This is an optimization exercise on Yosys and OpenROAD, whose aim is small area, a short achievable clock period and few clock cycles per item, not a production implementation.
Only simulation tests tie the RTL to the original design; equivalence was not proved.

==> flow/design.v (outline; a module is shown in full before it is edited, if it fits) <==
// module idct_sum_e: 479 lines
// module idct_sum_o: 710 lines
// module idct_sum_y: 336 lines
// module idct_top: 280 lines
module idct_top (
	input  logic       Clock,
	input  logic       Resetn,
	input  logic       start_i,
	input  idct_pkg::sram_addr_t block_addr_i,
	input  idct_pkg::sram_addr_t out_addr_i,
	output logic       ready_o,
	output logic       done_o,
	output idct_pkg::sram_addr_t sram_addr_o,
	output idct_pkg::sram_data_t sram_wdata_o,
	output logic       sram_we_n_o,
	input  idct_pkg::sram_data_t sram_rdata_i
);
  // ...
==> flow/run.sh <==
#!/bin/bash
# synth_recipe.tcl (not shown) runs the flow's synth.tcl, then flattens the netlist and writes it again
# the make line also repeats each setting of config.mk as NAME=value (left out here)
make -C /OpenROAD-flow-scripts/flow DESIGN_CONFIG=/design/flow/config.mk WORK_HOME=/design/flow/orfs CLKGATE_MAP_FILE= SYNTH_SCRIPT=/design/flow/synth_recipe.tcl finish
==> flow/config.mk <==
export PLATFORM = sky130hd
export DESIGN_NAME = idct_top
export DESIGN_NICKNAME = idct_top
export VERILOG_FILES = /design/flow/design.v
export SDC_FILE = /design/flow/constraint.sdc
export NUM_CORES = 4
export LEC_CHECK = 0
export CAP_MARGIN = 20
export CELL_PAD_IN_SITES_DETAIL_PLACEMENT = 1
export CELL_PAD_IN_SITES_GLOBAL_PLACEMENT = 2
export CORE_MARGIN = 2
export CORE_UTILIZATION = 50
export CTS_CLUSTER_DIAMETER = 60
export CTS_CLUSTER_SIZE = 20
export PLACE_DENSITY = 0.7
export SETUP_SLACK_MARGIN = 3.5
export SLEW_MARGIN = 20
==> flow/constraint.sdc <==
create_clock -name core_clock -period 7.0 [get_ports {Clock}]
set_input_delay 1.4000 -clock core_clock [delete_from_list [all_inputs] [get_ports {Clock}]]
set_output_delay 1.4000 -clock core_clock [all_outputs]
set_load 0.01 [all_outputs]
==> impl_metrics.csv, run 1 <==
group,metric,value,unit
logic_synthesis,synth_top_family_by_area,"adder cells",
critical_path,worstReg2RegEnd,"s3_lo[20]$_DFF_P_",
logic_synthesis,synth_top_area_share,43.8,%
critical_path,cp.required,7720,ps
logic_synthesis,ys_top_cells_by_area,"dfxtp_1 44%, fa_1 16%, edfxtp_1 14%",
sta,final-setup-viol-count,0,
sta,fin_crit,4040,ps
detailed_routing,dr.pass1.iters,7,
clock_tree,path_clk_slew,80,ps
finish,final_common_cell,"dfxtp_1",
clock_tree,postCtsHoldBufs,0,
place,gp_congestion,0.937,
status,status,"complete, no violations",
logic_synthesis,synth_area_per_cell,13.5,um2
logic_synthesis,synth_compound_area_share,5.98,%
sta,slew_headroom,23.9,%
critical_path,crit_fanout,4,
hold_path,hp-start,"rh1[109]$_DFF_P_",
hold_path,worstHoldPathCells,0,
floorplan,die_height,409,um
logic_synthesis,synthCells,6050,
finish,multi_input_area_share,33.6,%
sta,fin_setup_tns,0,ps
place,io_buffers,91,
logic_synthesis,yosysMostFrequentCell,"dfxtp_1",
logic_synthesis,synthArstFlopShare,1.81,%
finish,fin_area,0.0943,mm2
critical_path,r2r_cells,16,
logic_synthesis,synth_seq_cells,2215,
detailed_routing,topRoutingLayerUsed,"met5",
critical_path,path_buf_inv,4,
finish,nClkBuffers,208,
logic_synthesis,synth_mux_area_share,7.27,%
clock_tree,clk_latency,850,ps
critical_path,crit_cells,16,
global_route,grt_max_degree,83,
sta,rsz0062_at_grt,"yes",
Testbench counts, summed over its fixed seeds: cycles 37,032, items 384.
==> inputs of run 2 (changes only) <==
==> flow/config.mk (replaced) <==
export PLATFORM = sky130hd
export DESIGN_NAME = idct_top
export DESIGN_NICKNAME = idct_top
export VERILOG_FILES = /design/flow/design.v
export SDC_FILE = /design/flow/constraint.sdc
export NUM_CORES = 4
export LEC_CHECK = 0
export CAP_MARGIN = 20
export CELL_PAD_IN_SITES_DETAIL_PLACEMENT = 2
export CELL_PAD_IN_SITES_GLOBAL_PLACEMENT = 4
export CORE_MARGIN = 2
export CORE_UTILIZATION = 30
export PLACE_DENSITY = 0.6
export SETUP_SLACK_MARGIN = 3.5
export SLEW_MARGIN = 20
==> run 2 against run 1 <==
Global-route usage shrank 7.4 points. Final area grew 5.8%. Worst hold slack lost 77 ps. Fmax grew 2.5%. Die area grew 66%.
==> impl_metrics.csv, run 2 <==
group,metric,value,unit
status,status,"complete, no violations",
sta,fin_setup_tns,0,ps
logic_synthesis,ys_top_cells_by_area,"dfxtp_1 44%, fa_1 16%, edfxtp_1 14%",
detailed_routing,dr.pass1.iters,9,
detailed_routing,drtIter0Drc,2683,
logic_synthesis,synthCells,6050,
detailed_routing,dr_total_vias,45958,
logic_synthesis,synth_top_area_share,43.8,%
logic_synthesis,yosys.area.top_type,"dfxtp_1",
sta,min_period_over_period,56.3,%
sta,final-setup-viol-count,0,
place,io_buffers,91,
finish,multi_input_area,0.0318,mm2
detailed_routing,wirelength,266000,um
critical_path,cpMostUsedCell,"buf_6",
floorplan,placementRows,191,
sta,timing.final.hold_violations,0,
floorplan,num_io_pins,92,
global_route,grt_antenna_before_repair,47,
floorplan,initial_core_util,30.2,%
global_route,track_usage,19.1,%
job,drv_cap,0,
detailed_routing,wl_per_cell,25.9,um
detailed_routing,drtAntennaViolNets,0,
logic_synthesis,synth_edf_count,380,
critical_path,crit_fanout,2,
place,gp_congestion,0.830,
critical_path,cp_slowest_cell,"fa_1",
critical_path,worstPathArrival,4650,ps
critical_path,setup.worst_path.end_class,"flip-flop",
clock_tree,cts_tree,"built",
sta,worstMarginPinSlew,1180,ps
sta,drv_slew,0,
critical_path,start_kind,"flip-flop",
logic_synthesis,synth_warnings,2,
logic_synthesis,ys.flop_type,"dfxtp_1",
clock_tree,cts_max_path_buffers,4,
global_route,grt_first_pass_wirelength,378000,um
critical_path,slowest_delay,510,ps
finish,ff_latch_area,0.0487,mm2
clock_tree,cts_buffers,244,
floorplan,die_area,0.277,mm2
finish,area_growth,21.7,%
logic_synthesis,synth_cell_types,69,
clock_tree,root_buffer,"clkbuf_16",
critical_path,crit_type,"reg2reg",
logic_synthesis,syn_area,0.0820,mm2
floorplan,core,0.271,mm2
sta,worst_clock_skew,145,ps
place,dp_hpwl,195000,um
finish,layout-drive-gt1-share,23.8,%
sta,rsz0062_at_grt,"yes",
sta,max_freq,254,MHz
clock_tree,htreeDepth,4,
clock_tree,numClockSinks,2215,
global_route,grt_pass1_vias,51009,
floorplan,die_height,527,um
detailed_routing,via_per_inst,4.48,
global_route,grt_max_degree,115,
logic_synthesis,synthArstFlopShare,1.81,%
finish,nets,7363,
sta,slew_headroom,20.5,%
finish,final_cell_mix,"1676 x dfxtp_1, 575 x inv_1, 537 x fa_1, 380 x edfxtp_1, 360 x mux2_2",
hold_path,hold_path_class,"reg2reg",
finish,final_util,36.8,%
logic_synthesis,yosysSeqAreaShare,59.0,%
logic_synthesis,yosysMostFrequentCell,"dfxtp_1",
sta,fin_crit,3940,ps
clock_tree,clk_latency,940,ps
finish,final_common_cell,"dfxtp_1",
critical_path,cp.required,7710,ps
detailed_routing,drc,0,
logic_synthesis,netlist_top_cells_count,"1795 x dfxtp_1, 700 x inv_1, 636 x fa_1",
logic_synthesis,synth_seq_cells,2215,
critical_path,path_cells,"ha_4, inv_2, fa_1, inv_1, fa_1, ha_4, nand3_2, or4_4, a21oi_4, o21ai_4, nand2_4, a211oi_4, buf_6, buf_6, nor3b_4, buf_6, nor2_4, xnor2_2",
logic_synthesis,syn_nets,6951,
clock_tree,postCtsHoldBufs,0,
global_route,gr-total-overflow,0,
clock_tree,path_clk_slew,60,ps
finish,n_fill_cell,27113,
logic_synthesis,synth_area_per_cell,13.5,um2
floorplan,die_x,527,um
## run 2: cell counts after synthesis
Identical to the previous run, type by type.
## run 2: logic make-up after synthesis
| kind of cell | share of synthesized area, % |
|---|---|
| mux | 7.27 |
| compound gates | 5.98 |
| fa+ha+maj | 18.7 |
| flops | 59.0 |
| xor+xnor | 1.50 |
| simple gates | 3.34 |
| buf+inv | 4.21 |
## run 2: metal layers
| metal | vias to the layer above | wire length [um] | global-route usage (%) |
|---|---|---|---|
| met2 | 831 | 114000 | 28.5 |
| met4 | 2 | 6620 | 4.65 |
| met3 | 303 | 10100 | 2.38 |
| li1 | 20835 | - | - |
| met1 | 23987 | 135000 | 29.0 |
| met5 | - | 7 | 0 |
## run 2: layout make-up
cell class	instances	area share, %
Tap cell	3570	4.48
Sequential cell	2215	48.8
Clock buffer	363	7.35
Multi-Input combinational cell	2936	31.9
Inverter	700	2.84
Timing Repair inverter	1	0.00502
Clock inverter	95	1.00
Timing Repair Buffer	364	3.61
Antenna cell	21	0.0527
## run 2: worst paths after layout
kind | from | to | slack [ps] | cells after the start
worst max-delay path | s2_es[6]$_DFF_P_ | s3_hi[19]$_DFF_P_ | 3060 | 18
worst min-delay path | rl2[95]$_DFF_P_ | rl1[95]$_DFF_P_ | 220 | 0
worst max register to register | s2_es[6]$_DFF_P_ | s3_hi[19]$_DFF_P_ | 3060 | 18
worst min register to register | rl2[95]$_DFF_P_ | rl1[95]$_DFF_P_ | 220 | 0
max in group asynchronous | Resetn | p2w[0]$_DFFE_PN0P_ | 5870 | 2
min in group asynchronous | Resetn | nxt_v$_DFFE_PN0P_ | 570 | 2
## run 2: metrics by stage
| stage | instances | setup WS, ps | hold WS [ps] | instance area, um2 |
|---|---|---|---|---|
| 6_report | 10265 | 3060 | 222 | 99800 |
| 5_1_grt | 10246 | 2860 | 252 | 99700 |
| 3_3_place_gp | 9585 | 2150 | 310 | 87500 |
| 2_1_floorplan | 6050 | 2890 | 310 | 82300 |
| 3_5_place_dp | 9585 | 2110 | 313 | 87500 |
| 4_1_cts | 10181 | 3020 | 236 | 98600 |
## run 2: worst max-delay path: cells and delay by family (launching register included)
kind	cells	cell delay [ps]
xor+xnor	1	130
compound gates	3	360
buf+inv	5	490
fa+ha+maj	4	1530
simple gates	5	950
flops	1	360
## run 2: timing repair
item	in CTS	in global routing
setup buffers	132	61
pin swaps	189	189
resized for setup	467	187
gates cloned	6	2
setup endpoints to repair	410	161

==> static timing again, ports no longer ideal <==
Ports are ideal in the flow. The routed layouts listed here were re-timed in OpenROAD.
Step 1 (the two cells are an assumption about what drives the block):
set clk [get_ports {Clock}]
set_driving_cell -lib_cell sky130_fd_sc_hd__clkbuf_16 $clk
set_driving_cell -lib_cell sky130_fd_sc_hd__buf_2 [delete_from_list [all_inputs] $clk]
Step 2 adds t to the input delays and takes it off the output delays; t is the mean of the earliest and latest rising clock arrival at the registers after step 1. Input paths then give back, and output paths get back, about the clock's delay inside the block.
Three values: ideal ports, drivers, drivers and shift; two values: the first two.
run	t (ns)	slack for setup (ns)	worst setup path after step 2	latest minus earliest clock arrival (ns)	slew at the worst register clock pin (ns)
run 1	0.897	2.959 / 2.959 / 2.959	register to register	0.070 / 0.071	0.08 / 0.08
run 2	0.958	3.058 / 3.058 / 3.058	register to register	0.146 / 0.145	0.07 / 0.07
After both steps setup and hold are still met in every run listed.
